Context: an optimization exercise on an open-source flow, tuned for small area, a short achievable clock period and few clock cycles. The choices shown serve that exercise and are no tape-out recipe. At most, simulation tests tie the RTL to the original design; equivalence was not proved.

==> cedar <==
// inst_cache
module inst_cache #(
  parameter int unsigned INC_BITS = 6
) (
  input  logic        clk,
  input  logic        rst,
  input  logic [15:0] instAddr,
  output logic        hit,
  output logic [15:0] instruction,
  output logic        memReq,
  output logic [15:0] memAddr,
  input  logic [15:0] memData,
  input  logic        memReady
);
  logic        act_q;       
  logic [15:0] memAddr_q;
  logic [15:0] same;        
  logic [3:0]  nibNe;       
  logic        notReady;    
  logic        loHit, hiSame;
  ic_xnor16 u_same (.a(memAddr_q), .b(instAddr), .y(same));
  ic_nand4  u_ne0  (.a(same[3:0]),   .y(nibNe[0]));
  ic_nand4  u_ne1  (.a(same[7:4]),   .y(nibNe[1]));
  ic_nand4  u_ne2  (.a(same[11:8]),  .y(nibNe[2]));
  ic_nand4  u_ne3  (.a(same[15:12]), .y(nibNe[3]));
  ic_nand2  u_nrdy (.a(act_q), .b(memReady), .y(notReady));
  ic_nor3   u_lo   (.a(nibNe[0]), .b(nibNe[1]), .c(notReady), .y(loHit));
  ic_nor2   u_hi   (.a(nibNe[2]), .b(nibNe[3]), .y(hiSame));
  ic_and2   u_hit  (.a(loHit), .b(hiSame), .y(hit));
  assign instruction = memData;
  assign memReq      = act_q;
  assign memAddr     = memAddr_q;
  always_ff @(posedge clk or posedge rst) begin
    if (rst) act_q <= 1'b0;
    else     act_q <= 1'b1;
  end
  always_ff @(posedge clk) begin
    memAddr_q <= {instAddr[15:INC_BITS], instAddr[INC_BITS-1:0] + INC_BITS'(hit)};
  end
endmodule
==> module inst_cache, before the edit <==
module inst_cache #(
  parameter int unsigned INC_BITS = 6
) (
  input  logic        clk,
  input  logic        rst,
  input  logic [15:0] instAddr,
  output logic        hit,
  output logic [15:0] instruction,
  output logic        memReq,
  output logic [15:0] memAddr,
  input  logic [15:0] memData,
  input  logic        memReady
);
  logic        act_q;       
  logic [15:0] memAddr_q;
  logic [15:0] same;        
  logic [3:0]  nibNe;       
  logic        notReady;    
  logic        loHit, hiSame;
  ic_xnor16 u_same (.a(memAddr_q), .b(instAddr), .y(same));
  ic_nand4  u_ne0  (.a(same[3:0]),   .y(nibNe[0]));
  ic_nand4  u_ne1  (.a(same[7:4]),   .y(nibNe[1]));
  ic_nand4  u_ne2  (.a(same[11:8]),  .y(nibNe[2]));
  ic_nand4  u_ne3  (.a(same[15:12]), .y(nibNe[3]));
  ic_nand2  u_nrdy (.a(act_q), .b(memReady), .y(notReady));
  ic_nor3   u_lo   (.a(nibNe[0]), .b(nibNe[1]), .c(notReady), .y(loHit));
  ic_nor2   u_hi   (.a(nibNe[2]), .b(nibNe[3]), .y(hiSame));
  ic_and2   u_hit  (.a(loHit), .b(hiSame), .y(hit));
  assign instruction = memData;
  assign memReq      = act_q;
  assign memAddr     = memAddr_q;
  always_ff @(posedge clk or posedge rst) begin
    if (rst) act_q <= 1'b0;
    else     act_q <= 1'b1;
  end
  always_ff @(posedge clk) begin
    memAddr_q <= {instAddr[15:INC_BITS], instAddr[INC_BITS-1:0] + INC_BITS'(hit)};
  end
endmodule
==> module ic_xnor16, before the edit <==
module ic_xnor16 (
  input  logic [15:0] a,
  input  logic [15:0] b,
  output logic [15:0] y
);
  assign y = ~(a ^ b);
endmodule
==> module ic_nand4, before the edit <==
module ic_nand4 (
  input  logic [3:0] a,
  output logic       y
);
  assign y = ~&a;
endmodule
==> module ic_nand2, before the edit <==
module ic_nand2 (
  input  logic a,
  input  logic b,
  output logic y
);
  assign y = ~(a & b);
endmodule
==> module ic_nor3, before the edit <==
module ic_nor3 (
  input  logic a,
  input  logic b,
  input  logic c,
  output logic y
);
  assign y = ~(a | b | c);
endmodule
==> module ic_nor2, before the edit <==
module ic_nor2 (
  input  logic a,
  input  logic b,
  output logic y
);
  assign y = ~(a | b);
endmodule
==> module ic_and2, before the edit <==
module ic_and2 (
  input  logic a,
  input  logic b,
  output logic y
);
  assign y = a & b;
endmodule
clock: 5.5 ns
lec_check: 0
cap_margin: 20
core_area: 3 3 87 87
cts_buf_list: sky130_fd_sc_hd__clkbuf_4
die_area: 0 0 90 90
setup_slack_margin: 1.5
slew_margin: 20
synth_hierarchical: 1
synth_minimum_keep_size: 0
standard.sh (not shown) runs the stock make flow with config.mk's settings and CLKGATE_MAP_FILE= SYNTH_SCRIPT=/design/flow/synth_recipe.tcl, a recipe that flattens the netlist after the stock synthesis.
==> flow/flow/run.sh <==
#!/bin/bash
# Standard ORFS layout, with the port buffers inserted as the smallest plain
# buffer (sky130_fd_sc_hd__buf_1) so the resizer can size them like any other
# buffer.  make's full output goes to flow_make.log; ORFS's per-step logs stay
# under orfs/logs.
set -euo pipefail
bash standard.sh "BUFFER_PORTS_ARGS=-buffer_cell sky130_fd_sc_hd__buf_1" finish > flow_make.log 2>&1
==> inputs of tundra, as changes to cedar <==
==> flow/design.v (replaced) <==
module inst_cache #(
  parameter int unsigned INC_BITS = 4
) (
  input  logic        clk,
  input  logic        rst,
  input  logic [15:0] instAddr,
  output logic        hit,
  output logic [15:0] instruction,
  output logic        memReq,
  output logic [15:0] memAddr,
  input  logic [15:0] memData,
  input  logic        memReady
);
  logic [15:0] memAddr_q;
  logic [3:0]  valid_q;
  logic [13:0] lineTag_q;
  logic [15:0] lineData [4];
  logic        cacheHit, fwdHit, fill;
  logic [15:0] nextAddr;
  assign cacheHit    = valid_q[instAddr[1:0]] && (lineTag_q == instAddr[15:2]);
  assign fwdHit      = !rst && memReady && (memAddr_q == instAddr);
  assign fill        = !rst && memReady;
  assign hit         = cacheHit || fwdHit;
  assign instruction = cacheHit ? lineData[instAddr[1:0]] : memData;
  assign memReq      = !rst;
  assign memAddr     = memAddr_q;
  assign nextAddr    = {memAddr_q[15:INC_BITS], memAddr_q[INC_BITS-1:0] + 1'b1};
  always_ff @(posedge clk) begin
    if (!hit)      memAddr_q <= instAddr;
    else if (fill) memAddr_q <= nextAddr;
  end
  always_ff @(posedge clk or posedge rst) begin
    if (rst) begin
      valid_q <= '0;
    end else if (fill) begin
      if (lineTag_q != memAddr_q[15:2]) valid_q <= 4'b0001 << memAddr_q[1:0];
      else                              valid_q[memAddr_q[1:0]] <= 1'b1;
    end
  end
  always_ff @(posedge clk) begin
    if (fill) begin
      lineTag_q                 <= memAddr_q[15:2];
      lineData[memAddr_q[1:0]] <= memData;
    end
  end
endmodule
==> flow/config.mk (replaced) <==
export PLATFORM = sky130hd
export DESIGN_NAME = inst_cache
export DESIGN_NICKNAME = inst_cache
export VERILOG_FILES = /design/flow/design.v
export SDC_FILE = /design/flow/constraint.sdc
export NUM_CORES = 4
export LEC_CHECK = 0
export CAP_MARGIN = 20
export CORE_AREA = 3 3 97 97
export DIE_AREA = 0 0 100 100
export SLEW_MARGIN = 20
==> inputs of onyx, as changes to cedar <==
--- a/flow/design.v
+++ b/flow/design.v
@@ -12,5 +12,4 @@
   input  logic        memReady
 );
-  logic        act_q;       
   logic [15:0] memAddr_q;
   logic [15:0] same;        
@@ -23,15 +22,11 @@
   ic_nand4  u_ne2  (.a(same[11:8]),  .y(nibNe[2]));
   ic_nand4  u_ne3  (.a(same[15:12]), .y(nibNe[3]));
-  ic_nand2  u_nrdy (.a(act_q), .b(memReady), .y(notReady));
+  ic_nrdy   u_nrdy (.rst(rst), .ready(memReady), .y(notReady));
   ic_nor3   u_lo   (.a(nibNe[0]), .b(nibNe[1]), .c(notReady), .y(loHit));
   ic_nor2   u_hi   (.a(nibNe[2]), .b(nibNe[3]), .y(hiSame));
   ic_and2   u_hit  (.a(loHit), .b(hiSame), .y(hit));
   assign instruction = memData;
-  assign memReq      = act_q;
+  assign memReq      = !rst;
   assign memAddr     = memAddr_q;
-  always_ff @(posedge clk or posedge rst) begin
-    if (rst) act_q <= 1'b0;
-    else     act_q <= 1'b1;
-  end
   always_ff @(posedge clk) begin
     memAddr_q <= {instAddr[15:INC_BITS], instAddr[INC_BITS-1:0] + INC_BITS'(hit)};
@@ -51,10 +46,10 @@
   assign y = ~&a;
 endmodule
-module ic_nand2 (
-  input  logic a,
-  input  logic b,
+module ic_nrdy (
+  input  logic rst,
+  input  logic ready,
   output logic y
 );
-  assign y = ~(a & b);
+  assign y = rst | ~ready;
 endmodule
 module ic_nor3 (
==> flow/run.sh (new file) <==
#!/bin/bash
# synth_recipe.tcl (not shown) runs the flow's synth.tcl, then flattens the netlist and writes it again
# the make line also repeats each setting of config.mk as NAME=value (left out here)
make -C /OpenROAD-flow-scripts/flow DESIGN_CONFIG=/design/flow/config.mk WORK_HOME=/design/flow/orfs CLKGATE_MAP_FILE= SYNTH_SCRIPT=/design/flow/synth_recipe.tcl finish
--- a/flow/config.mk
+++ b/flow/config.mk
@@ -10,5 +10,5 @@
 export CTS_BUF_LIST = sky130_fd_sc_hd__clkbuf_4
 export DIE_AREA = 0 0 90 90
-export SETUP_SLACK_MARGIN = 1.5
+export SETUP_SLACK_MARGIN = 3
 export SLEW_MARGIN = 20
 export SYNTH_HIERARCHICAL = 1
removed: flow/flow/run.sh
removed: flow/standard.sh
==> summary.txt <==
Run status
  • Status: timing/DRC/antenna clean

Synth
  • Mean Syn Cell Area: approximately 11 sq um
  • Syn Nets: 103

Finish
  • Final layout net count: 130
  • Area of the multi-input gates: between 300 and 400 sq um

GRT
  • Largest net degree at the start of global routing: 10
-- figures above: onyx

==> summary.txt <==
Synth
  • Syn Nets: between 200 and 300
  • Mean Syn Cell Area: approximately 18 sq um

Drt
  • M1 WL: 4.08 mm

Timing
  • Slew HR: a little under two fifths

Run status
  • Status: timing/DRC/antenna clean

Placement
  • Placed cells: a little over 400

GRT
  • GR Layer Usage met2: about a quarter
  • Largest net degree at the start of global routing: 29

Worst hold path
  • Hold wc startpoint: valid_q[1]$_DFFE_PP0P_

Finish
  • Final layout net count: 359
-- figures above: tundra

==> summary.txt <==
Synth
  • Post-synth EDFFs: 0
  • Syn Nets: between 100 and 150
  • Mean Syn Cell Area: 11.0 sq um

Finish
  • Final layout net count: 130
  • Area of the multi-input gates: ~280 sq um

Run status
  • Status: timing/DRC/antenna clean
-- figures above: cedar

Testbench counts of cedar, summed over its fixed seeds: cycles 33,817.
Testbench counts of onyx, summed over its fixed seeds: cycles 33,817.
No functional check of the RTL was part of tundra.

[port drivers added, routing unchanged]
How much do the figures lean on ideal ports? The routed layouts below were timed once more, with nothing changed but the port constraints.
Step 1: set_driving_cell puts a clkbuf_16 on clk and a buf_2 on each other input, an assumption about the parent block.
Step 2 times the ports against the registers' clock, not the clock port: input delays grow and output delays shrink by t, the midpoint of the rising clock arrivals with the driver on.
Slacks: ideal / step 1 / step 2; pairs: ideal / step 1.
run	t, ns	setup slack, ns	worst setup path after step 2	slew at the worst register clock pin (ns)	pins driven straight from the clock port
cedar	0.307	2.238 / 2.213 / 2.213	input to output	0.10 / 0.10	1
tundra	0.385	1.317 / 1.275 / 1.275	input to output	0.11 / 0.11	1
onyx	0.307	2.404 / 2.364 / 2.364	input to output	0.10 / 0.10	1
After both steps every run listed still meets setup and hold. For tundra, which loses most, drivers alone change the setup slack by -0.042 ns; drivers and shift together by -0.042 ns.
